This design comes from an exercise in tuning for small area, a short achievable clock period and few clock cycles on the open sky130 flow, not from production work.
No functional check of the RTL was part of any run shown here.
Power and IR drop assume default switching activity.

==> flow/design.v <==
`default_nettype none
package fqmr_pkg;
    localparam int DEF_QUEUE_DEPTH = 16;
    localparam int DEF_VALUE_BITS  = 32;
    localparam logic [1:0] FUNC_PUSH   = 2'd0;
    localparam logic [1:0] FUNC_POP    = 2'd1;
    localparam logic [1:0] FUNC_REMOVE = 2'd2;
    localparam logic [1:0] FUNC_LIST   = 2'd3;
    localparam logic [1:0] STAT_OK    = 2'd0;
    localparam logic [1:0] STAT_FULL  = 2'd1;
    localparam logic [1:0] STAT_EMPTY = 2'd2;
endpackage
`default_nettype wire
`default_nettype none
module fqmr_store #(
    parameter int QUEUE_DEPTH = fqmr_pkg::DEF_QUEUE_DEPTH,
    parameter int VALUE_BITS  = fqmr_pkg::DEF_VALUE_BITS
) (
    input  wire                               i_clk,
    input  wire  [QUEUE_DEPTH-1:0]            i_sh,
    input  wire  [QUEUE_DEPTH-1:0]            i_ld,
    input  wire  [VALUE_BITS-1:0]             i_wdata,
    output logic [QUEUE_DEPTH*VALUE_BITS-1:0] o_q
);
    logic [VALUE_BITS-1:0] r_q [QUEUE_DEPTH];
    logic [QUEUE_DEPTH-1:0] hold;
    assign hold = ~(i_ld | i_sh);
    always_ff @(posedge i_clk) begin
        for (int i = 0; i < QUEUE_DEPTH - 1; i++) begin
            r_q[i] <= ({VALUE_BITS{i_ld[i]}} & i_wdata) |
                      ({VALUE_BITS{i_sh[i]}} & r_q[i + 1]) |
                      ({VALUE_BITS{hold[i]}} & r_q[i]);
        end
        r_q[QUEUE_DEPTH-1] <= ({VALUE_BITS{i_ld[QUEUE_DEPTH-1]}} & i_wdata) |
                              ({VALUE_BITS{!i_ld[QUEUE_DEPTH-1]}} & r_q[QUEUE_DEPTH-1]);
    end
    always_comb begin
        for (int i = 0; i < QUEUE_DEPTH; i++) begin
            o_q[i*VALUE_BITS +: VALUE_BITS] = r_q[i];
        end
    end
endmodule
`default_nettype wire
`default_nettype none
module fqmr_seq #(
    parameter int QUEUE_DEPTH = fqmr_pkg::DEF_QUEUE_DEPTH,
    parameter int VALUE_BITS  = fqmr_pkg::DEF_VALUE_BITS
) (
    input  wire  [VALUE_BITS-1:0]             i_key,
    input  wire  [QUEUE_DEPTH*VALUE_BITS-1:0] i_q,
    output logic [QUEUE_DEPTH-1:0]            o_eq
);
    always_comb begin
        for (int i = 0; i < QUEUE_DEPTH; i++) begin
            o_eq[i] = (i_q[i*VALUE_BITS +: VALUE_BITS] == i_key);
        end
    end
endmodule
`default_nettype wire
`default_nettype none
module fifo_queue_with_match_remove #(
    parameter int QUEUE_DEPTH = fqmr_pkg::DEF_QUEUE_DEPTH,
    parameter int VALUE_BITS  = fqmr_pkg::DEF_VALUE_BITS
) (
    input  wire         i_clk,
    input  wire         i_rst_n,
    input  wire         i_s_tvalid,
    output logic        o_s_tready,
    input  wire  [31:0] i_s_tdata,    
    input  wire  [1:0]  i_s_tuser,    
    output logic        o_m_tvalid,
    input  wire         i_m_tready,
    output logic [63:0] o_m_tdata,    
    output logic [4:0]  o_m_tuser,    
    output logic        o_m_tlast     
);
    localparam int N = QUEUE_DEPTH;
    localparam int W = VALUE_BITS;
    logic         r_sk_v;
    logic         r_rdy;    
    logic [1:0]   r_sk_f;
    logic [W-1:0] r_sk_d;
    logic         r_v;
    logic         r_push, r_pop, r_rem, r_list;
    logic         r_full;   
    logic [N-1:0] r_e;      
    logic         r_lk;     
    logic [N-3:0] r_w;      
    logic         r_o_v;
    logic [63:0]  r_o_data;
    logic [4:0]   r_o_user;
    logic         r_o_last;
    logic [N-1:0] r_len;
    logic [N*W-1:0] q;
    logic [W-1:0]   q0, q1;
    logic [N-1:0]   sh, ld, ld_rot;
    logic [W-1:0]   wdata;
    logic [N-1:0]   eq;
    logic           c_v, c_push;
    logic [1:0]     c_f;
    logic [W-1:0]   c_d;
    logic           ofree, exec, last, done, load, rot, shrink, wpush;
    logic [N-1:0]   h, pre, len_eff;
    logic           hit, h0;
    logic [N-1:0]   e_nxt;
    assign q0 = q[0 +: W];
    assign q1 = q[W +: W];
    assign c_v    = r_sk_v | i_s_tvalid;
    assign c_f    = r_sk_v ? r_sk_f : i_s_tuser;
    assign c_d    = r_sk_v ? r_sk_d : i_s_tdata;
    assign c_push = (c_f == fqmr_pkg::FUNC_PUSH);
    assign o_s_tready = r_rdy;
    assign ofree = !r_o_v || i_m_tready;
    assign exec  = r_v && ofree;
    assign rot   = r_v && r_list && r_lk;
    assign last  = !r_list || !r_len[0] || (r_lk ? !r_w[0] : !r_len[1]);
    assign done  = exec && last;
    assign load  = c_v && (!r_v || done) && !(rot && c_push);
    assign h = r_e & r_len;
    always_comb begin
        pre[0] = h[0];
        for (int i = 1; i < N; i++) begin
            pre[i] = pre[i-1] | h[i];
        end
    end
    assign hit = pre[N-1];
    assign h0  = h[0];
    assign shrink  = exec && (r_pop || (r_rem && hit));
    assign len_eff = shrink ? {1'b0, r_len[N-1:1]} : r_len;
    assign wpush   = load && c_push && !len_eff[N-1];
    always_comb begin
        for (int i = 0; i < N; i++) begin
            sh[i]     = exec && (i < N - 1) && r_len[(i + 1) % N] &&
                        (r_pop || (r_rem && pre[i]) || (rot && i >= 1));
            ld_rot[i] = exec && rot && (i >= 1) && r_len[i] && (i == N - 1 || !r_len[(i + 1) % N]);
            ld[i]     = ld_rot[i] ||
                        (wpush && !len_eff[i] && (i == 0 || len_eff[(i + N - 1) % N]));
        end
    end
    assign wdata = rot ? q1 : c_d;
    fqmr_store #(
        .QUEUE_DEPTH (N),
        .VALUE_BITS  (W)
    ) u_store (
        .i_clk   (i_clk),
        .i_sh    (sh),
        .i_ld    (ld),
        .i_wdata (wdata),
        .o_q     (q)
    );
    fqmr_seq #(
        .QUEUE_DEPTH (N),
        .VALUE_BITS  (W)
    ) u_cmp (
        .i_key (c_d),
        .i_q   (q),
        .o_eq  (eq)
    );
    always_comb begin
        for (int i = 0; i < N; i++) begin
            if (ld_rot[i]) begin
                e_nxt[i] = eq[1];
            end else if (sh[i]) begin
                e_nxt[i] = eq[(i + 1) % N];
            end else begin
                e_nxt[i] = eq[i];
            end
        end
    end
    logic        fq0, fq1, e0, e1;
    logic [63:0] res_data;
    logic [4:0]  res_user;
    assign fq0 = r_len[0] && (r_push || (r_rem && !h0) || r_list);
    assign fq1 = r_len[1] && (r_pop || (r_rem && h0));
    assign e0  = r_len[0] && (r_pop || (r_list && !r_lk));
    assign e1  = rot;
    assign res_data[63:32] = ({W{fq0}} & q0) | ({W{fq1}} & q1);
    assign res_data[31:0]  = ({W{e0}} & q0) | ({W{e1}} & q1);
    assign res_user[0]     = r_push && r_full;
    assign res_user[1]     = r_pop && !r_len[0];
    assign res_user[2]     = r_rem && hit;
    assign res_user[3]     = (r_pop || r_list) && r_len[0];
    assign res_user[4]     = !r_push && ((r_pop || (r_rem && h0)) ? !r_len[1] : !r_len[0]);
    always_ff @(posedge i_clk) begin
        if (!i_rst_n) begin
            r_sk_v <= 1'b0;
            r_rdy  <= 1'b1;
            r_v    <= 1'b0;
            r_o_v  <= 1'b0;
            r_len  <= '0;
            r_lk   <= 1'b0;
        end else begin
            if (r_sk_v) begin
                if (load) begin
                    r_sk_v <= 1'b0;
                    r_rdy  <= 1'b1;
                end
            end else if (i_s_tvalid && !load) begin
                r_sk_v <= 1'b1;
                r_rdy  <= 1'b0;
            end
            if (ofree) begin
                r_o_v <= r_v;
            end
            if (load) begin
                r_v  <= 1'b1;
                r_lk <= 1'b0;
            end else if (done) begin
                r_v <= 1'b0;
            end else if (exec && r_list) begin
                r_lk <= 1'b1;
            end
            r_len <= wpush ? {len_eff[N-2:0], 1'b1} : len_eff;
        end
        if (!r_sk_v) begin
            r_sk_f <= i_s_tuser;
            r_sk_d <= i_s_tdata;
        end
        if (load) begin
            r_push <= c_push;
            r_pop  <= (c_f == fqmr_pkg::FUNC_POP);
            r_rem  <= (c_f == fqmr_pkg::FUNC_REMOVE);
            r_list <= (c_f == fqmr_pkg::FUNC_LIST);
            r_full <= len_eff[N-1];
            r_e    <= e_nxt;
        end
        if (ofree) begin
            r_o_data <= res_data;
            r_o_user <= res_user;
            r_o_last <= last;
        end
        if (exec && r_list) begin
            r_w <= r_lk ? {1'b0, r_w[N-3:1]} : r_len[N-1:2];
        end
    end
    assign o_m_tvalid = r_o_v;
    assign o_m_tdata  = r_o_data;
    assign o_m_tuser  = r_o_user;
    assign o_m_tlast  = r_o_last;
endmodule
`default_nettype wire
==> flow/run.sh <==
#!/bin/bash
# synth_recipe.tcl (not shown) runs the flow's synth.tcl, then flattens the netlist and writes it again
# the make line also repeats each setting of config.mk as NAME=value (left out here)
make -C /OpenROAD-flow-scripts/flow DESIGN_CONFIG=/design/flow/config.mk WORK_HOME=/design/flow/orfs CLKGATE_MAP_FILE= SYNTH_SCRIPT=/design/flow/synth_recipe.tcl finish
==> flow/config.mk <==
export PLATFORM = sky130hd
export DESIGN_NAME = fifo_queue_with_match_remove
export DESIGN_NICKNAME = fifo_queue_with_match_remove
export VERILOG_FILES = /design/flow/design.v
export SDC_FILE = /design/flow/constraint.sdc
export NUM_CORES = 4
export LEC_CHECK = 0
export CAP_MARGIN = 20
export CORE_MARGIN = 2
export CORE_UTILIZATION = 40
export PLACE_DENSITY = 0.6
export SETUP_SLACK_MARGIN = 2.5
export SLEW_MARGIN = 20
==> flow/constraint.sdc <==
create_clock -name core_clock -period 5.0 [get_ports {i_clk}]
set_input_delay 1.0000 -clock core_clock [delete_from_list [all_inputs] [get_ports {i_clk}]]
set_output_delay 1.0000 -clock core_clock [all_outputs]
set_load 0.01 [all_outputs]
==> run notes, run 1 <==
Required @ worst endpoint=around 5.5 ns; Worst setup SP type=input port; Syn Area/Cell=~10 um^2; gpl congestion=about 0.94; Area contributors post-synth=dfxtp_1, a221o_1, edfxtp_1; critical path endpoint category=flip-flop; FF-to-FF setup slack=around 2.0 ns; Pwr per Cell Area=between 200 and 300 mW/mm^2; top post-synthesis cells by count=dfxtp_1, a221o_1, and2_1; R2R Path Start=r_e[10]; Clock Skew=0.0331 ns; Synth Cell Area=0.0330 mm^2; Reg2Reg Depth=12; Die Height=a little under 300 um; post-route minimum period=between 2 and 3 ns; first-pass GRT wire length=214 mm; CTS Sinks=between 600 and 700; worst hold start=u_store.r_q[14][24]; wire per inst=around 32 um; Seq/Total Area, Yosys=44.9%; port buffer count=about 110; DRT Pass-1 Iters=8; share of the synthesized area in the top cell type=roughly a third; Most used DFF post-synth=dfxtp_1; fin nets=3594; flops & latches, synth=672; Yosys top cell by area=dfxtp_1; dpl hpwl=~94 mm; clk root buf=clkbuf_16; total grt overflow=0; clock network fraction of total power=between 40% and 50%; fraction of layout cells with a size suffix above 1=between 20% and 30%; Worst path slowest cell=clkdlybuf4s50_1; RSZ-0062 raised after global routing=yes; Leak=0.0170 uW; Die Area=~0.085 mm^2; Cell Int Power=between 9000 and 10000 uW; TritonCTS clock tree=built; EDFF count, synth=about 140; routed wire length=between 150 and 200 mm; max cap viols=0; hold depth=1; clk buf depth=3; Max Fclk=roughly 330 MHz; crit share post-route=around three fifths; Inserted Clock Buffers=76; initial core utilization=about two fifths; sequential share of power=46.1%; Max Slew Vio Count=0; most frequent cell after synthesis=dfxtp_1; vias in the first global route=a little under 30000; Hold Path Sink=u_store.r_q[14][24]; CP startpoint=i_s_tvalid; DRC errors left=0; Crit Path Class=input port to flip-flop; initial antenna violation count=2; setup TNS=0 ns; number of library cell types mapped by synthesis=between 60 and 70; CTS clock-pin slew for the worst setup and hold paths=approximately 0.06 ns; Peak VDD IR=0.257 mV; Warnings, synthesis=4; Post-Synthesis Cells=3200; Vias/cell=6.50; most used cell, CP=buf_12; Final Hold Fails=0; DIE WIDTH=291 um; largest net degree at the start of global routing=73; post-route ant nets=0; max incr delay on CP=between 0.5 and 0.6 ns; gr usage total=34.4%; Rows=105; Rel. slew slack=a little under a third; worst path cell trace=clkdlybuf4s50_1 > nor2_1 > or2_2 > nor4_4 > and2_4 > buf_12 > buf_16 > buf_8 > a221oi_4 > buf_4 > buf_12 > a221o_1; status=timing/DRC/antenna clean; syn nets=between 3000 and 4000; worst r2r dst=u_store.r_q[12][6]; area grow syn2layout=36.1%; CTS H-Tree Depth=3; WP data arrival=approximately 3.5 ns; crit-path max FO=8; placeable core area=0.0818 mm^2; Hold WC Path Type=flip-flop to flip-flop; Setup-failing EPs final=0; asr flop ratio synth=0%; Pwr Total=between 10000 and 15000 uW; P_sw=between 3000 and 4000 uW; Net Sw Frac=28.4%; vias=about 30000; DRT iter0 DRCs=about 4000; # IOs=110; Logic pwr share=about 13%; Clk Latency, worst-skew pair=around 0.65 ns; Tightest Pin Transition=~1.0 ns
==> logic make-up (layout without fill, tap and decap cells) <==
kind of cell	count (synthesis)	after routing	share of synthesized area (%)
XOR/XNOR	512	512	13.6
buffers and inverters	351	756	4.37
AO/OA/AOI/OAI	736	744	20.3
other	0	3	0
multiplexers	47	47	1.47
AND/OR/NAND/NOR	882	886	15.3
flip-flops	672	672	44.9
==> how the worst max path moves through the flow <==
stage	cells after the start	slack (ns)	endpoint
detailed placement	8	0.67	u_store.r_q[2][23]
global route	12	1.96	u_store.r_q[12][15]
global placement	8	0.82	u_store.r_q[2][17]
CTS	12	2.13	r_e[8]
finish	12	2.01	u_store.r_q[12][6]
floorplan	10	1.02	flip-flop
==> registers in the layout, indices dropped and copies added, names as in the netlist, 2 cells and up, named ones only <==
register / cells
r_len: 16
r_sk_f: 2
r_w: 14
r_o_data: 64
r_sk_d: 32
r_o_user: 5
r_e: 16
u_store.r_q: 480
==> layout make-up <==
type,count,area (um^2)
Tap cell,1070,1340
Clock inverter,35,250
Timing Repair inverter,1,6.26
Multi-Input combinational cell,2189,19100
Antenna cell,3,7.51
Timing Repair Buffer,541,6960
Sequential cell,672,14800
Clock buffer,104,2130
Inverter,75,299
Fill cell,6996,37000
==> critical path: cells and delay by family <==
family | cells | cell delay, ns
buffers and inverters | 6 | 1.21
and+or+nand+nor | 4 | 0.88
AOI/OAI and AO/OA | 2 | 0.41
==> layer usage <==
| metal | global-route usage, % | up-vias | share of wire, % |
|---|---|---|---|
| met2 | 52.8 | 2073 | 44 |
| met1 | 44.4 | 15200 | 38 |
| li1 | - | 12700 | - |
| met3 | 7.38 | 522 | 11 |
| met4 | 20.6 | 4 | 7.1 |
| met5 | 0 | - | 0.022 |
==> repair_timing <==
action / CTS / global route
setup endpoints to repair: 679 / 573
buffers inserted: 194 / 67
gates resized for setup: 462 / 99
gates cloned: 44 / 11
pin swaps: 99 / 130
hold buffers: 0 / 0
==> cells in the final DEF (no fill, tap or decap), types with 15 or more instances in the layout <==
cell type and count:
nand3_1 29, nor2_1 82, clkbuf_16 87, a22o_1 66
xor2_2 21, dfxtp_1 524, and2_1 418, mux2i_4 32
xor2_1 391, buf_4 187, clkbuf_1 18, nand4_1 121
clkdlybuf4s50_1 34, a21oi_4 24, xnor2_1 86, clkinv_2 23
inv_1 73, buf_16 30, dlygate4sd2_1 69, buf_12 121
buf_6 58, a21oi_1 19, edfxtp_1 137, o211ai_1 78
a221o_1 448, nor4_2 15, nand2_1 100, nor4_4 25
buf_8 24, nor2b_1 16
==> power groups by stage <==
stage               registers [uW]  clock network [uW]  logic (uW)
global placement              6280                   0        1300
global route                  6220                5760        1770
detailed placement            6290                   0        1310
floorplan                     6150                   0         720
CTS                           6180                5540        1600
finish                        6200                5530        1730
==> through the flow <==
| stage | setup WS [ns] | cell area (um^2) | util [%] | hold slack [ns] | instances |
|---|---|---|---|---|---|
| floorplan | 1.02 | 33600 | - | 0.455 | 3200 |
| global placement | 0.817 | 36300 | 44.4 | 0.473 | 4231 |
| detailed placement | 0.671 | 36300 | 44.4 | 0.475 | 4232 |
| CTS | 2.13 | 43600 | 53.3 | 0.488 | 4609 |
| global route | 1.96 | 44900 | 54.8 | 0.502 | 4687 |
| finish | 2.01 | 44900 | 54.9 | 0.488 | 4690 |
==> run 2, diff against run 1 <==
--- a/flow/config.mk
+++ b/flow/config.mk
@@ -8,6 +8,7 @@
 export CAP_MARGIN = 20
 export CORE_MARGIN = 2
 export CORE_UTILIZATION = 40
+export CTS_BUF_LIST = sky130_fd_sc_hd__clkbuf_8
 export PLACE_DENSITY = 0.6
 export SETUP_SLACK_MARGIN = 2.5
 export SLEW_MARGIN = 20
==> run 2 against run 1 <==
  * Sequential share of layout area shrank 0.072 points
  * Combinational power is 3% higher
  * Cell count up 2.6%
  * Sequential power about the same
  * Synthesized cell count stayed put
  * Critical endpoint is now u_store.r_q[5][31]
  * Clock skew increased by 0.025 ns
  * Setup slack lost 0.0062 ns
  * Worst hold slack better by 0.0051 ns
  * Largest cell class unchanged
  * Design area is 0.19% higher
  * Clock power down 6.9%
  * Fmax decreased by 0.21%
  * Non-clock buffer count rose by 45
==> run notes, run 2 <==
status=timing/DRC/antenna clean; total grt overflow=0; Area contributors post-synth=dfxtp_1, a221o_1, edfxtp_1; Peak VDD IR=around 0.18 mV; Die Area=between 0.08 and 0.09 mm^2; Met1 Wirelength=around 60 mm; Die Height=just under 300 um; port buffer count=between 100 and 150; CTS H-Tree Depth=3; max incr delay on CP=~0.53 ns; crit share post-route=between 50% and 60%; Clock Skew=between 0.05 and 0.06 ns; Rel. slew slack=~29%; routed wire length=approximately 150 mm; share of the synthesized area in the top cell type=between 30% and 40%; top routing layer in use=met4; Min Hold Slack=slightly below 0.5 ns; # IOs=110; worst hold start=u_store.r_q[14][24]; CP startpoint=r_e[10]; Synth Cell Area=about 0.033 mm^2; DRC errors left=0; Rows=around 110; Hold Path Sink=u_store.r_q[14][24]; proportion of synthesized area in mux cells=~1.5%; hold depth=1; gpl congestion=between 0.9 and 1; CTS clock-pin slew for the worst setup and hold paths=around 0.060 ns; top flop regs=u_store.r_q (480), r_o_data (64), r_sk_d (32); post-synthesis xor/xnor area fraction=13.6%; met3 WL=between 15 and 20 mm; first-pass GRT wire length=208 mm; DRT Pass-1 Iters=6; gr usage total=33.2%; Clk Latency, worst-skew pair=0.79 ns; Crit Path Class=flip-flop to flip-flop; Synth Area in Compound Gates=around a fifth; clk buf depth=3; R2R Path Start=r_e[10]; syn nets=approximately 3200; crit-path max FO=8; largest family of logic cells by synthesized area=compound AO/OA/AOI/OAI gates; fraction of layout cells with a size suffix above 1=between 20% and 30%; Final Hold Fails=0; DRT iter0 DRCs=roughly 4200; most frequent cells in the layout=dfxtp_1, a221o_1, and2_1; final std cells w/o fill=~4800; CTS Sinks=between 600 and 700; Post-Synthesis Cells=between 3000 and 4000; worst r2r dst=u_store.r_q[5][31]; Pwr per Cell Area=292 mW/mm^2; Vias/cell=roughly 6.4; Inst Count DP=4232; Leak=about 0.017 uW; Yosys top cell by area=dfxtp_1; Worst path slowest cell=edfxtp_1; setup TNS=0 ns; most used cell, CP=buf_12; Top Family by Delay on Critical Path=compound AO/OA/AOI/OAI gates; flops & latches, synth=between 600 and 700; asr flop ratio synth=0%; Tightest Pin Transition=1.07 ns; fin nets=between 3000 and 4000; largest net degree at the start of global routing=73; Hold WC Path Type=flip-flop to flip-flop; commonest non-fill, non-tap cell in the layout=dfxtp_1; post-route minimum period=3.00 ns; Seq/Total Area, Yosys=between 40 and 50%; register area=0.0148 mm^2; final core utilization=between 50% and 60%; number of library cell types mapped by synthesis=between 60 and 70; max cap viols=0; Max Slew Vio Count=0; max reg flops=480; Reg2Reg Depth=10; Max Fclk=around 330 MHz; Required @ worst endpoint=roughly 5.6 ns; Warnings, synthesis=4; Multi-input gate area=between 0.015 and 0.02 mm^2; FF-to-FF setup slack=roughly 2.0 ns; placeable core area=between 0.08 and 0.09 mm^2; most frequent cell after synthesis=dfxtp_1; Most used DFF post-synth=dfxtp_1; EDFF count, synth=around 140; area grow syn2layout=36.3%; Syn Area/Cell=between 10 and 15 um^2; worst path cell trace=a222oi_1 > buf_4 > nand4_4 > o311ai_4 > and2_4 > buf_12 > a221oi_4 > buf_6 > buf_12 > a221o_1; Inserted Clock Buffers=around 120; DIE WIDTH=approximately 290 um; initial core utilization=between 40% and 50%; clk root buf=clkbuf_8; Setup-failing EPs final=0; met2 WL=around 66 mm; WP data arrival=between 3 and 4 ns; FILL cells=around 7000; simple-gate area share of the yosys netlist=15.3%; dpl hpwl=93.9 mm; Largest Register=u_store.r_q; Worst setup SP type=flip-flop; Bufs and invs on worst path=4; RSZ-0062 raised after global routing=yes; Pwr Total=between 10000 and 15000 uW; TritonCTS clock tree=built; initial antenna violation count=1; critical path endpoint category=flip-flop; post-route ant nets=0; fraction of the mapped netlist area in adder cells=0%; top post-synthesis cells by count=dfxtp_1, a221o_1, and2_1; vias=30900; hold buffer count at CTS=0; vias in the first global route=approximately 30000; wire per inst=~31 um
[run 2: power by group]
group          switching [uW]  internal [uW]  total, uW
registers                 414           5790       6200
logic                     975            817       1790
clock network            2460           2690       5150
total                    3850           9290      13100
[run 2: stage by stage]
stage	instance area [um^2]	worst slack, ns
3_5_place_dp	36300	0.671
6_report	45000	2.00
3_3_place_gp	36300	0.817
2_1_floorplan	33600	1.02
4_1_cts	42500	2.11
5_1_grt	45000	1.98
[run 2: layout make-up]
class	instances	area share, %
repair inverters	2	0.0278
clock inverters	68	0.751
well taps	1070	2.98
inverters	75	0.665
diodes	1	0.00556
flip-flops and latches	672	33.0
repair buffers	586	16.2
clock buffers	147	4.50
multi-input cells	2189	41.8
[run 2: per-layer routing]
metal  global-route usage (%)  vias up
met5                        0        -
met4                     20.5        0
met3                     7.67      534
met2                     50.6     2105
met1                     42.7    15400
li1                         -    12900
[run 2: logic make-up (layout without fill, tap and decap cells)]
family,Yosys count,after routing
DFF,672,672
muxes,47,47
xor gates and xnor gates,512,512
other,0,1
and+or+nand+nor,882,887
buffers and inverters,351,878
AOI/OAI and AO/OA,736,743
[run 2: timing repair]
item,in CTS,in global routing
gates resized for setup,407,129
endpoints found under the setup margin,683,568
pin swaps,102,138
cloned,33,30
buffers inserted,145,154
[run 2: worst max-delay path by stage]
stage                               endpoint  slack (ns)  cells past startpoint
final                     u_store.r_q[5][31]        2.00                     10
after global routing                  r_e[9]        1.98                     13
after CTS                             r_e[8]        2.11                     12
after detailed placement  u_store.r_q[2][23]        0.67                      8
after global placement    u_store.r_q[2][17]        0.82                      8
after floorplan                    flip-flop        1.02                     10
==> run 3, diff against run 2 <==
--- a/flow/design.v
+++ b/flow/design.v
@@ -80,10 +80,13 @@
     logic         r_rdy;    
     logic [1:0]   r_sk_f;
     logic [W-1:0] r_sk_d;
+    logic         r_h_v;
+    logic [1:0]   r_h_f;
+    logic [W-1:0] r_h_d;
     logic         r_v;
     logic         r_push, r_pop, r_rem, r_list;
     logic         r_full;   
-    logic [N-1:0] r_e;      
+    logic [N-1:0] r_pm;     
     logic         r_lk;     
     logic [N-3:0] r_w;      
     logic         r_o_v;
@@ -96,48 +99,38 @@
     logic [N-1:0]   sh, ld, ld_rot;
     logic [W-1:0]   wdata;
     logic [N-1:0]   eq;
-    logic           c_v, c_push;
-    logic [1:0]     c_f;
-    logic [W-1:0]   c_d;
+    logic           c_push, acc, h_free;
     logic           ofree, exec, last, done, load, rot, shrink, wpush;
-    logic [N-1:0]   h, pre, len_eff;
+    logic [N-1:0]   len_eff;
     logic           hit, h0;
-    logic [N-1:0]   e_nxt;
+    logic [N-1:0]   e_nxt, m_nxt, pm_nxt;
     assign q0 = q[0 +: W];
     assign q1 = q[W +: W];
-    assign c_v    = r_sk_v | i_s_tvalid;
-    assign c_f    = r_sk_v ? r_sk_f : i_s_tuser;
-    assign c_d    = r_sk_v ? r_sk_d : i_s_tdata;
-    assign c_push = (c_f == fqmr_pkg::FUNC_PUSH);
+    assign c_push = (r_h_f == fqmr_pkg::FUNC_PUSH);
+    assign acc    = r_rdy && i_s_tvalid;
     assign o_s_tready = r_rdy;
     assign ofree = !r_o_v || i_m_tready;
     assign exec  = r_v && ofree;
     assign rot   = r_v && r_list && r_lk;
     assign last  = !r_list || !r_len[0] || (r_lk ? !r_w[0] : !r_len[1]);
     assign done  = exec && last;
-    assign load  = c_v && (!r_v || done) && !(rot && c_push);
-    assign h = r_e & r_len;
-    always_comb begin
-        pre[0] = h[0];
-        for (int i = 1; i < N; i++) begin
-            pre[i] = pre[i-1] | h[i];
-        end
-    end
-    assign hit = pre[N-1];
-    assign h0  = h[0];
+    assign load  = r_h_v && (!r_v || done) && !(rot && c_push);
+    assign h_free = !r_h_v || load;
+    assign hit = r_pm[N-1];
+    assign h0  = r_pm[0];
     assign shrink  = exec && (r_pop || (r_rem && hit));
     assign len_eff = shrink ? {1'b0, r_len[N-1:1]} : r_len;
     assign wpush   = load && c_push && !len_eff[N-1];
     always_comb begin
         for (int i = 0; i < N; i++) begin
             sh[i]     = exec && (i < N - 1) && r_len[(i + 1) % N] &&
-                        (r_pop || (r_rem && pre[i]) || (rot && i >= 1));
+                        (r_pop || (r_rem && r_pm[i]) || (rot && i >= 1));
             ld_rot[i] = exec && rot && (i >= 1) && r_len[i] && (i == N - 1 || !r_len[(i + 1) % N]);
             ld[i]     = ld_rot[i] ||
                         (wpush && !len_eff[i] && (i == 0 || len_eff[(i + N - 1) % N]));
         end
     end
-    assign wdata = rot ? q1 : c_d;
+    assign wdata = rot ? q1 : r_h_d;
     fqmr_store #(
         .QUEUE_DEPTH (N),
         .VALUE_BITS  (W)
@@ -152,7 +145,7 @@
         .QUEUE_DEPTH (N),
         .VALUE_BITS  (W)
     ) u_cmp (
-        .i_key (c_d),
+        .i_key (r_h_d),
         .i_q   (q),
         .o_eq  (eq)
     );
@@ -165,6 +158,11 @@
             end else begin
                 e_nxt[i] = eq[i];
             end
+        end
+        m_nxt = e_nxt & len_eff;
+        pm_nxt[0] = m_nxt[0];
+        for (int i = 1; i < N; i++) begin
+            pm_nxt[i] = pm_nxt[i-1] | m_nxt[i];
         end
     end
     logic        fq0, fq1, e0, e1;
@@ -185,17 +183,17 @@
         if (!i_rst_n) begin
             r_sk_v <= 1'b0;
             r_rdy  <= 1'b1;
+            r_h_v  <= 1'b0;
             r_v    <= 1'b0;
             r_o_v  <= 1'b0;
             r_len  <= '0;
             r_lk   <= 1'b0;
         end else begin
-            if (r_sk_v) begin
-                if (load) begin
-                    r_sk_v <= 1'b0;
-                    r_rdy  <= 1'b1;
-                end
-            end else if (i_s_tvalid && !load) begin
+            if (h_free) begin
+                r_h_v  <= r_sk_v || acc;
+                r_sk_v <= 1'b0;
+                r_rdy  <= 1'b1;
+            end else if (acc) begin
                 r_sk_v <= 1'b1;
                 r_rdy  <= 1'b0;
             end
@@ -212,17 +210,21 @@
             end
             r_len <= wpush ? {len_eff[N-2:0], 1'b1} : len_eff;
         end
-        if (!r_sk_v) begin
+        if (r_rdy) begin
             r_sk_f <= i_s_tuser;
             r_sk_d <= i_s_tdata;
         end
+        if (h_free) begin
+            r_h_f <= r_sk_v ? r_sk_f : i_s_tuser;
+            r_h_d <= r_sk_v ? r_sk_d : i_s_tdata;
+        end
         if (load) begin
             r_push <= c_push;
-            r_pop  <= (c_f == fqmr_pkg::FUNC_POP);
-            r_rem  <= (c_f == fqmr_pkg::FUNC_REMOVE);
-            r_list <= (c_f == fqmr_pkg::FUNC_LIST);
+            r_pop  <= (r_h_f == fqmr_pkg::FUNC_POP);
+            r_rem  <= (r_h_f == fqmr_pkg::FUNC_REMOVE);
+            r_list <= (r_h_f == fqmr_pkg::FUNC_LIST);
             r_full <= len_eff[N-1];
-            r_e    <= e_nxt;
+            r_pm   <= pm_nxt;
         end
         if (ofree) begin
             r_o_data <= res_data;
--- a/flow/config.mk
+++ b/flow/config.mk
@@ -8,7 +8,6 @@
 export CAP_MARGIN = 20
 export CORE_MARGIN = 2
 export CORE_UTILIZATION = 40
-export CTS_BUF_LIST = sky130_fd_sc_hd__clkbuf_8
 export PLACE_DENSITY = 0.6
-export SETUP_SLACK_MARGIN = 2.5
+export SETUP_SLACK_MARGIN = 2.6
 export SLEW_MARGIN = 20
==> run 3 against run 2 <==
  * Sequential cell count rose by 35
  * Combinational power grew 130%
  * Die area grew 0.82%
  * Cell count shrank 3.5%
  * Sequential power rose by 37%
  * Via count down 1.1%
  * Total power is 40% higher
  * First-iteration DRC count is 22% higher
  * Critical path type unchanged
==> run notes, run 3 <==
status=timing/DRC/antenna clean; Inst Count DP=4131; worst path cell trace=buf_4 > xor2_1 > nor4_2 > nand4_1 > or3_4 > a21oi_4 > a2111oi_4 > buf_4 > and4_4 > nand4b_1; pre-CTS WS=0.419 ns; CP startpoint=r_h_d[15]; Min Hold Slack=around 0.53 ns; number of diodes=0; R2R Path Start=r_h_d[15]; max reg flops=480; crit share post-route=61.8%; asr flop ratio synth=0%; worst hold start=u_store.r_q[6][15]; Setup-failing EPs final=0; initial core utilization=roughly 40%; post-route minimum period=3.09 ns; initial antenna violation count=3; Largest Register=u_store.r_q; DRT Pass-1 Iters=9; most frequent cells in the layout=dfxtp_1, a221o_1, xnor2_1; setup TNS=0 ns; final std cells w/o fill=around 4600; dpl hpwl=91.2 mm; flops & latches, synth=between 700 and 800; Pwr per Cell Area=around 400 mW/mm^2; share of the synthesized area in the top cell type=30.2%; top post-synthesis cells by count=nor2_1, dfxtp_1, a221o_1; Crit Path Class=flip-flop to flip-flop; Worst path slowest cell=or3_4; DRT iter0 DRCs=slightly above 5000; syn nets=between 3000 and 4000; RSZ-0062 raised after global routing=yes; sequential share of power=46.3%; vias in the first global route=28800; EDFF count, synth=a little over 200; CTS clock-pin slew for the worst setup and hold paths=0.06 ns; Yosys top cell by area=dfxtp_1; DIE WIDTH=between 200 and 300 um; gpl congestion=0.968; max cap viols=0; number of library cell types mapped by synthesis=just under 80; DRC errors left=0; gr usage total=33.6%; Worst setup SP type=flip-flop; hold buffer count at CTS=0; Die Area=about 0.086 mm^2; largest net degree at the start of global routing=72; Rel. slew slack=31.3%; first-pass GRT wire length=between 200 and 250 mm; area grow syn2layout=38.5%; placeable core area=approximately 0.082 mm^2; Warnings, synthesis=4; Area contributors post-synth=dfxtp_1, edfxtp_1, a221o_1; Hold WC Path Type=flip-flop to flip-flop; Peak VDD IR=about 0.28 mV; CTS Sinks=707; Tightest Pin Transition=around 1.0 ns; Logic pwr share=roughly 23%; clock network fraction of total power=between 30 and 40%; fraction of layout cells with a size suffix above 1=between 20% and 30%; Max Fclk=between 300 and 400 MHz; Die Height=between 200 and 300 um; wire per inst=~33 um; clk buf depth=3; Pwr Total=between 15000 and 20000 uW; Rows=105; commonest non-fill, non-tap cell in the layout=dfxtp_1; clk root buf=clkbuf_16; Most used DFF post-synth=dfxtp_1; WP data arrival=~3.6 ns; Synth Cell Area=~0.033 mm^2; Cell Int Power=12300 uW; Syn Area/Cell=around 11 um^2; # IOs=110; Vias/cell=roughly 6.6; TritonCTS clock tree=built; Clk Latency, worst-skew pair=~0.65 ns; Net Sw Frac=33.0%; Leak=approximately 0.018 uW; top flop regs=u_store.r_q (480), r_o_data (64); Post-Synthesis Cells=roughly 3100; Max Slew Vio Count=0; max incr delay on CP=0.52 ns; most used cell, CP=buf_4; P_sw=around 6000 uW; total grt overflow=0; routed wire length=roughly 150 mm; Required @ worst endpoint=~5.5 ns; most frequent cell after synthesis=nor2_1; critical path endpoint category=flip-flop; Seq/Total Area, Yosys=about half; crit-path max FO=8; post-route ant nets=0; Final Hold Fails=0; Inserted Clock Buffers=76; Clock Skew=between 0.04 and 0.05 ns; fin nets=3548; port buffer count=about 110; min setup slack post-route=1.91 ns; vias=~30000; CTS H-Tree Depth=3
run 3: cell count changes after synthesis, sizes merged, moves of 29 or more:
| cell | before | now |
|---|---|---|
| dfxtp | 535 | 502 |
| inv | 75 | 46 |
| buf | 85 | 157 |
| xor2 | 416 | 96 |
| xnor2 | 96 | 416 |
| mux2 | 11 | 46 |
| a221o | 448 | 480 |
| o211ai | 78 | 0 |
| nand2 | 104 | 57 |
| and2 | 421 | 5 |
| clkbuf | 191 | 130 |
| edfxtp | 137 | 205 |
| nor2 | 87 | 513 |
run 3: final cells by class:
class / count / area (um^2)
multi-input cells: 2073 / 17800
flip-flops and latches: 707 / 16200
clock inverters: 24 / 170
fillers: 6645 / 36200
well taps: 1070 / 1340
repair buffers: 604 / 7990
clock buffers: 116 / 2300
repair inverters: 1 / 8.76
inverters: 47 / 201
run 3: cell families (layout without fill, tap and decap cells):
family / after synthesis / in the layout / share of synthesized area [%]
simple gates: 817 / 821 / 11.5
flops: 707 / 707 / 48.7
compound gates: 645 / 647 / 18.6
xor+xnor: 512 / 512 / 13.5
buf+inv: 334 / 792 / 4.76
mux: 93 / 93 / 2.97
run 3: worst max-delay path: cells and delay by family, from the launching register on:
kind / cells / cell delay, ns
simple gates: 5 / 1.51
flops: 1 / 0.51
xor+xnor: 1 / 0.20
buf+inv: 2 / 0.44
compound gates: 2 / 0.25
run 3: path summary, 6_finish.rpt:
| path | to | slack, ns | cells past startpoint |
|---|---|---|---|
| setup / recovery | r_pm[14] | 1.91 | 10 |
| setup reg to reg | r_pm[14] | 1.91 | 10 |
| hold reg to reg | u_store.r_q[5][15] | 0.53 | 1 |
| hold / removal | u_store.r_q[5][15] | 0.53 | 1 |
run 3: power groups by stage:
stage	sequential (uW)	clock (uW)	combinational, uW
2_1_floorplan	7820	0	2360
3_3_place_gp	8500	0	3200
3_5_place_dp	8520	0	3260
4_1_cts	8350	5710	3810
5_1_grt	8520	5950	4270
6_report	8520	5720	4140
run 3: stage by stage:
stage	utilization, %	area [um^2]
floorplan	-	33500
global placement	43.6	35800
detailed placement	43.6	35800
CTS	53.4	43900
global route	56.0	46100
finish	56.0	46100
run 3: repair_timing:
action | in CTS | in global routing
resized for setup | 451 | 316
pin swaps | 35 | 47
buffers inserted | 211 | 82
cloned | 68 | 9
setup endpoints to repair | 740 | 530
hold endpoints to repair | 0 | 0
run 3: metal layers:
metal	track usage [%]	share of wire, %
met2	48.8	42
met4	25.0	9.0
met5	0	0.0059
met3	8.58	13
met1	43.0	36
==> run 4, diff against run 3 <==
--- a/flow/design.v
+++ b/flow/design.v
@@ -86,7 +86,10 @@
     logic         r_v;
     logic         r_push, r_pop, r_rem, r_list;
     logic         r_full;   
-    logic [N-1:0] r_pm;     
+    localparam int G = N / 4;
+    logic [N-1:0] r_m;      
+    logic [G-1:0] r_g;      
+    logic [N-1:0] pm;       
     logic         r_lk;     
     logic [N-3:0] r_w;      
     logic         r_o_v;
@@ -103,7 +106,8 @@
     logic           ofree, exec, last, done, load, rot, shrink, wpush;
     logic [N-1:0]   len_eff;
     logic           hit, h0;
-    logic [N-1:0]   e_nxt, m_nxt, pm_nxt;
+    logic [N-1:0]   e_nxt, m_nxt;
+    logic [G-1:0]   g_nxt;
     assign q0 = q[0 +: W];
     assign q1 = q[W +: W];
     assign c_push = (r_h_f == fqmr_pkg::FUNC_PUSH);
@@ -116,15 +120,26 @@
     assign done  = exec && last;
     assign load  = r_h_v && (!r_v || done) && !(rot && c_push);
     assign h_free = !r_h_v || load;
-    assign hit = r_pm[N-1];
-    assign h0  = r_pm[0];
+    always_comb begin
+        for (int i = 0; i < N; i++) begin
+            pm[i] = 1'b0;
+            for (int k = 0; k < i / 4; k++) begin
+                pm[i] = pm[i] | r_g[k];
+            end
+            for (int j = (i / 4) * 4; j <= i; j++) begin
+                pm[i] = pm[i] | r_m[j];
+            end
+        end
+    end
+    assign hit = |r_g;
+    assign h0  = r_m[0];
     assign shrink  = exec && (r_pop || (r_rem && hit));
     assign len_eff = shrink ? {1'b0, r_len[N-1:1]} : r_len;
     assign wpush   = load && c_push && !len_eff[N-1];
     always_comb begin
         for (int i = 0; i < N; i++) begin
             sh[i]     = exec && (i < N - 1) && r_len[(i + 1) % N] &&
-                        (r_pop || (r_rem && r_pm[i]) || (rot && i >= 1));
+                        (r_pop || (r_rem && pm[i]) || (rot && i >= 1));
             ld_rot[i] = exec && rot && (i >= 1) && r_len[i] && (i == N - 1 || !r_len[(i + 1) % N]);
             ld[i]     = ld_rot[i] ||
                         (wpush && !len_eff[i] && (i == 0 || len_eff[(i + N - 1) % N]));
@@ -160,9 +175,8 @@
             end
         end
         m_nxt = e_nxt & len_eff;
-        pm_nxt[0] = m_nxt[0];
-        for (int i = 1; i < N; i++) begin
-            pm_nxt[i] = pm_nxt[i-1] | m_nxt[i];
+        for (int k = 0; k < G; k++) begin
+            g_nxt[k] = |m_nxt[4*k +: 4];
         end
     end
     logic        fq0, fq1, e0, e1;
@@ -224,7 +238,8 @@
             r_rem  <= (r_h_f == fqmr_pkg::FUNC_REMOVE);
             r_list <= (r_h_f == fqmr_pkg::FUNC_LIST);
             r_full <= len_eff[N-1];
-            r_pm   <= pm_nxt;
+            r_m    <= m_nxt;
+            r_g    <= g_nxt;
         end
         if (ofree) begin
             r_o_data <= res_data;
==> run 4 against run 3 <==
  * Global-route usage is 0.21 points lower
  * Still clean on timing, DRC and antenna
  * Routed wire length is 1.2% lower
  * Critical path depth is 3 higher
  * Total power is 18% higher
  * Synthesized cell count is 0.68% higher
  * Critical endpoint is now u_store.r_q[2][12]
==> run notes, run 4 <==
status=timing/DRC/antenna clean; fin nets=roughly 3500; Die Height=291 um; number of library cell types mapped by synthesis=66; Rel. slew slack=37.9%; area grow syn2layout=40.0%; Reg2Reg Depth=13; Vias/cell=between 6 and 7; hold depth=1; WP data arrival=about 3.3 ns; gr usage total=between 30% and 40%; share of the synthesized area in the top cell type=between 30% and 40%; gpl congestion=0.953; register area=approximately 0.016 mm^2; Inserted Clock Buffers=76; Required @ worst endpoint=around 5.5 ns; Leak=~0.018 uW; top flop regs=u_store.r_q (480), r_o_data (64); post-route ant nets=0; clk buf depth=3; DIE WIDTH=slightly below 300 um; initial core utilization=between 40% and 50%; top post-synthesis cells by count=dfxtp_1, nor2_1, a221o_1, xor2_1, edfxtp_1; RSZ-0062 raised after global routing=yes; routed wire length=approximately 150 mm; # IOs=between 100 and 150; dpl hpwl=roughly 86 mm; Multi-input gate area=0.0183 mm^2; flops & latches, synth=slightly above 700; FF-to-FF setup slack=between 2 and 2.5 ns; vias in the first global route=29300; DRT Pass-1 Iters=8; Die Area=between 0.08 and 0.09 mm^2; largest net degree at the start of global routing=39; syn nets=roughly 3200; Clk Latency, worst-skew pair=around 0.64 ns; Min Hold Slack=0.535 ns; Max Slew Vio Count=0; Clock Skew=about 0.017 ns; Warnings, synthesis=4; initial antenna violation count=3; commonest non-fill, non-tap cell in the layout=dfxtp_1; first-pass GRT wire length=~210 mm; most frequent cell after synthesis=dfxtp_1; post-route minimum period=around 2.8 ns; max reg flops=480; total grt overflow=0; FILL cells=6487; critical path endpoint category=flip-flop; Rows=~110; Max Fclk=between 300 and 400 MHz; asr flop ratio synth=0%; wire per inst=32.5 um; Yosys top cell by area=dfxtp_1; fraction of layout cells with a size suffix above 1=between 30% and 40%; Final Hold Fails=0; port buffer count=109; CTS clock-pin slew for the worst setup and hold paths=around 0.06 ns; DRT iter0 DRCs=between 4000 and 5000; CTS H-Tree Depth=3; Hold WC Path Type=flip-flop to flip-flop; Most used DFF post-synth=dfxtp_1; crit share post-route=between 50% and 60%; Syn Area/Cell=about 11 um^2; Tightest Pin Transition=0.912 ns; crit-path max FO=8; Largest Register=u_store.r_q; most frequent cells in the layout=dfxtp_1, a221o_1, xor2_1; Setup-failing EPs final=0; setup TNS=0 ns; Crit Path Class=flip-flop to flip-flop; placeable core area=roughly 0.082 mm^2; max cap viols=0; Post-Synthesis Cells=roughly 3100; vias=30800; Worst setup SP type=flip-flop; TritonCTS clock tree=built; Seq/Total Area, Yosys=about half; CTS Sinks=710; Peak VDD IR=0.336 mV; Area contributors post-synth=dfxtp_1, edfxtp_1, a221o_1; number of diodes=0; Synth Cell Area=0.0329 mm^2; EDFF count, synth=208; Pwr per Cell Area=468 mW/mm^2; clk root buf=clkbuf_16; DRC errors left=0
[run 4: cell count changes in the layout (fill, tap and decap cells not counted), moves of 23 or more]
cell and change:
nor2_1 -172, xnor2_1 -221, a221o_1 -160, nor4_1 +32, buf_12 -23, o21ai_1 +147, a22oi_2 +152, xor2_1 +231
nor2_2 +25, nand4_1 -41
[run 4: logic make-up after synthesis]
group | synth area share (%)
compound gates | 19.7
xor+xnor | 13.6
simple gates | 9.75
buf+inv | 4.37
flops | 49.5
mux | 3.08
[run 4: metrics by stage]
stage	std cells	power [uW]	area [um^2]	worst slack, ns	utilization, %
final	4617	21600	46100	2.16	56.3
after global routing	4617	22100	46100	2.11	56.3
after CTS	4506	20700	43800	2.22	53.5
after detailed placement	4139	14600	35700	0.803	43.7
after global placement	4136	14400	35700	0.869	43.6
after floorplan	3129	12400	33400	1.85	-
[run 4: layout make-up]
class / instances / area share, %
clock inverters: 24 / 0.488
inverters: 38 / 0.345
repair buffers: 570 / 16.4
multi-input cells: 2091 / 39.7
repair inverters: 3 / 0.0570
flip-flops and latches: 710 / 35.4
clock buffers: 111 / 4.77
well taps: 1070 / 2.90
[run 4: worst max-delay path, cell delays in order, from the launching register on]
cell and delay, ns:
edfxtp_1 0.46, o41a_1 0.51, o211ai_4 0.25, buf_12 0.15, buf_6 0.10, buf_4 0.10, buf_6 0.09, nand3b_1 0.18
a21oi_4 0.25, a211oi_4 0.05, buf_6 0.19, buf_16 0.16, a22oi_2 0.13, o21ai_1 0.09
[run 4: metal layers]
| layer | global-route usage (%) | vias up | wire length, um |
|---|---|---|---|
| met5 | 0 | - | 353 |
| met4 | 21.7 | 8 | 13200 |
| met3 | 12.1 | 792 | 20000 |
| met2 | 48.8 | 2536 | 62200 |
| met1 | 41.4 | 15000 | 54500 |
| li1 | - | 12500 | - |
[run 4: path summary, 6_finish.rpt]
path,startpoint,to
worst max-delay path,r_g[1],u_store.r_q[2][12]
worst min-delay path,flip-flop,u_store.r_q[14][27]
worst max register to register,r_g[1],u_store.r_q[2][12]
worst min register to register,flip-flop,u_store.r_q[14][27]
[run 4: repair_timing]
| action | in CTS | in global routing |
|---|---|---|
| gates resized for setup | 679 | 279 |
| buffers inserted | 163 | 100 |
| hold buffers | 0 | 0 |
| pin swaps | 66 | 69 |
| setup endpoints to repair | 648 | 542 |
| cloned | 69 | 10 |
| endpoints found under the hold margin | 0 | 0 |
[run 4: power by group]
group | internal, uW | switching (uW) | total, uW
Combinational | 2910 | 2580 | 5500
Clock | 3250 | 2410 | 5660
Sequential | 7670 | 2780 | 10400
Total | 13800 | 7770 | 21600
==> run 5, diff against run 4 <==
==> flow/flow/run.sh (new file) <==
#!/bin/bash
# Standard layout (the standard flow's own synthesis and ORFS steps), with two changes to how
# the layout is made: the port buffers are buf_4 cells instead of the delay
# buffers buffer_ports picks by default, and the resizer may swap a cell for one
# with a different footprint. Each tool's full output goes to a log file here.
set -euo pipefail
bash standard.sh MATCH_CELL_FOOTPRINT=0 \
    "BUFFER_PORTS_ARGS=-buffer_cell sky130_fd_sc_hd__buf_4" \
    finish > standard_flow.log 2>&1
==> flow/standard.sh (new file) <==
#!/bin/bash
# synth_recipe.tcl (not shown) runs the flow's synth.tcl, then flattens the netlist and writes it again
# the make line also repeats each setting of config.mk as NAME=value (left out here)
make -C /OpenROAD-flow-scripts/flow DESIGN_CONFIG=/design/flow/config.mk WORK_HOME=/design/flow/orfs CLKGATE_MAP_FILE= SYNTH_SCRIPT=/design/flow/synth_recipe.tcl "${@:-finish}"
--- a/flow/config.mk
+++ b/flow/config.mk
@@ -9,5 +9,5 @@
 export CORE_MARGIN = 2
 export CORE_UTILIZATION = 40
 export PLACE_DENSITY = 0.6
-export SETUP_SLACK_MARGIN = 2.6
+export SETUP_SLACK_MARGIN = 2.8
 export SLEW_MARGIN = 20
removed: flow/run.sh
==> run 5 against run 4 <==
  * Critical path depth down 3
  * Register-to-register slack worse by 0.09 ns
  * Via count down 3.2%
  * Utilization shrank 1.9 points
  * Worst hold slack worse by 0.015 ns
  * Synthesized cell count stayed put
  * Clock skew is 0.00081 ns higher
  * Combinational power fell by 3%
  * Critical path type unchanged
  * Largest cell class unchanged
  * Largest power group unchanged
==> run notes, run 5 <==
status=timing/DRC/antenna clean; Largest Register=u_store.r_q; Vias/cell=approximately 6.6; proportion of synthesized area in mux cells=under 10%; RSZ-0062 raised after global routing=yes; post-route minimum period=slightly below 3 ns; fraction of layout cells with a size suffix above 1=32.6%; wire per inst=31.5 um; Rel. slew slack=50.1%; Max Fclk=approximately 340 MHz; WP data arrival=between 3 and 4 ns; DIE WIDTH=between 200 and 300 um; DRT Pass-1 Iters=6; vias in the first global route=roughly 28000; Inserted Clock Buffers=about 80; number of diodes=0; Seq/Total Area, Yosys=49.5%; Leak=~0.017 uW; simple-gate area share of the yosys netlist=just under 10%; TritonCTS clock tree=built; routed wire length=143 mm; Setup-failing EPs final=0; Peak VDD IR=0.293 mV; EDFF count, synth=208; number of library cell types mapped by synthesis=66; Final Hold Fails=0; Die Area=between 0.08 and 0.09 mm^2; fraction of the mapped netlist area in adder cells=0%; Area contributors post-synth=dfxtp_1, edfxtp_1, a221o_1; clk buf depth=3; Inst Count DP=~4100; # IOs=110; flops & latches, synth=710; gpl congestion=between 0.9 and 1; Pwr per Cell Area=483 mW/mm^2; first-pass GRT wire length=between 150 and 200 mm; gr usage total=a little under a third; syn nets=3167; Warnings, synthesis=4; hold buffer count at CTS=0; largest family of logic cells by synthesized area=compound AO/OA/AOI/OAI gates; CTS clock-pin slew for the worst setup and hold paths=0.06 ns; crit-path max FO=8; Worst setup SP type=flip-flop; Required @ worst endpoint=about 5.4 ns; most frequent cells in the layout=dfxtp_1, a221o_1, xor2_1; Post-Synthesis Cells=about 3100; post-route ant nets=0; clk root buf=clkbuf_16; area grow syn2layout=35.3%; asr flop ratio synth=0%; critical path endpoint category=flip-flop; Clk Latency, worst-skew pair=0.65 ns; crit share post-route=roughly three fifths; setup TNS=0 ns; initial antenna violation count=1; Clock Skew=0.0177 ns; share of the synthesized area in the top cell type=a little under a third; max cap viols=0; commonest non-fill, non-tap cell in the layout=dfxtp_1; Most used DFF post-synth=dfxtp_1; vias=roughly 30000; total grt overflow=0; max reg flops=480; placeable core area=between 0.08 and 0.09 mm^2; dpl hpwl=~84 mm; DRC errors left=0; post-synthesis xor/xnor area fraction=between 10% and 20%; Yosys top cell by area=dfxtp_1; Synth Cell Area=around 0.033 mm^2; Tightest Pin Transition=roughly 0.74 ns; Die Height=between 200 and 300 um; CTS Sinks=between 700 and 800; Hold WC Path Type=flip-flop to flip-flop; largest net degree at the start of global routing=40; Crit Path Class=flip-flop to flip-flop; most frequent cell after synthesis=dfxtp_1; port buffer count=about 110; CTS H-Tree Depth=3; DRT iter0 DRCs=between 4000 and 5000; Syn Area/Cell=10.5 um^2; Rows=between 100 and 150; initial core utilization=40.2%; Synth Area in Compound Gates=19.7%; top post-synthesis cells by count=dfxtp_1, nor2_1, a221o_1, xor2_1, edfxtp_1; final std cells w/o fill=4544; Max Slew Vio Count=0; fin nets=3450; top flop regs=u_store.r_q (480), r_o_data (64)
## run 5: cell counts after synthesis
Identical to the previous run, type by type.
## run 5: cells by family (layout without fill, tap and decap cells)
| family | after synthesis | after routing |
|---|---|---|
| AO/OA/AOI/OAI | 802 | 804 |
| flip-flops | 710 | 710 |
| AND/OR/NAND/NOR | 682 | 689 |
| XOR/XNOR | 512 | 512 |
| buffers and inverters | 329 | 665 |
| multiplexers | 94 | 94 |
## run 5: power by group
group,switching [uW],internal [uW]
Clock,2480,3410
Combinational,2500,2840
Sequential,2630,7660
## run 5: layout make-up
class                           count  area [um^2]
Clock buffer                      115         2270
Inverter                           38          169
Fill cell                        6774        37300
Sequential cell                   710        16300
Timing Repair inverter              2         22.5
Clock inverter                     27          283
Timing Repair Buffer              483         5810
Multi-Input combinational cell   2099        18400
Tap cell                         1070         1340
## run 5: worst paths after layout
check | start | end | slack [ns] | cells after the start
hold reg to reg | r_v | r_v | 0.52 | 2
hold / removal | r_v | r_v | 0.52 | 2
setup reg to reg | r_g[0] | flip-flop | 2.07 | 10
setup / recovery | r_g[0] | flip-flop | 2.07 | 10
## run 5: layer usage
metal / share of wire [%] / GRT usage, % / wire length [um] / up-vias
met3: 12 / 10.4 / 17400 / 627
met1: 37 / 39.7 / 53200 / 14700
met5: 0 / 0 / 0 / -
met4: 7.8 / 20.0 / 11200 / 0
met2: 43 / 47.0 / 61300 / 2206
li1: - / - / - / 12300
## run 5: critical path, stage by stage, from the launching register on
cell	delay [ns]
edfxtp_1	0.50
o41a_1	0.34
o211ai_4	0.15
buf_6	0.14
buf_6	0.11
buf_6	0.10
a221o_4	0.51
buf_6	0.16
nor2_4	0.21
o2bb2ai_4	0.20
clkbuf_16	0.21
## run 5: per-stage QoR
step / area, um^2 / power (uW) / utilization (%) / setup WS (ns) / hold WS, ns
6_report: 44600 / 21500 / 54.4 / 2.07 / 0.519
5_1_grt: 44600 / 22100 / 54.4 / 2.07 / 0.528
4_1_cts: 42100 / 20800 / 51.4 / 2.09 / 0.516
3_5_place_dp: 35200 / 14400 / 43.0 / 0.733 / 0.482
3_3_place_gp: 35200 / 14300 / 43.0 / 0.750 / 0.474
2_1_floorplan: 33400 / 12400 / - / 1.86 / 0.440
## run 5: what timing repair did
item,4_1_cts,5_1_grt
setup buffers,153,53
pin swaps,80,96
gates cloned,43,17
endpoints found under the setup margin,650,586
endpoints found under the hold margin,0,0
gates resized for setup,456,396

==> what the ideal ports hide <==
In the flow no input, the clock included, has a driving cell. The finished layouts below were timed again as built, in two steps. Step 1, drivers: a clkbuf_16 drives i_clk and a buf_2 each remaining input, both assumed. Step 2 also shifts input and output timing later by t, the mid clock arrival at the registers, as if the neighbouring blocks saw the same clock. Slacks: no drivers / after step 1 / after step 2; pairs: no drivers / after step 1.
run	t, ns	setup WS [ns]	worst setup path after step 2	worst register clock-pin slew, ns	worst slew at a driven data input, ns
run 1	0.705	2.006 / 2.016 / 1.346	input to register	0.07 / 0.07	0.07
run 2	0.824	2.000 / 2.000 / 1.279	input to register	0.07 / 0.07	0.08
run 3	0.702	1.911 / 1.911 / 1.464	input to register	0.07 / 0.07	0.06
run 4	0.702	2.159 / 2.159 / 1.643	input to register	0.07 / 0.07	0.09
run 5	0.704	2.071 / 2.071 / 1.566	input to register	0.07 / 0.07	0.04
After both steps every run listed still meets setup and hold. The setup slack of run 2, which loses most, moves by 0.000 ns with the drivers and by -0.721 ns with both steps.
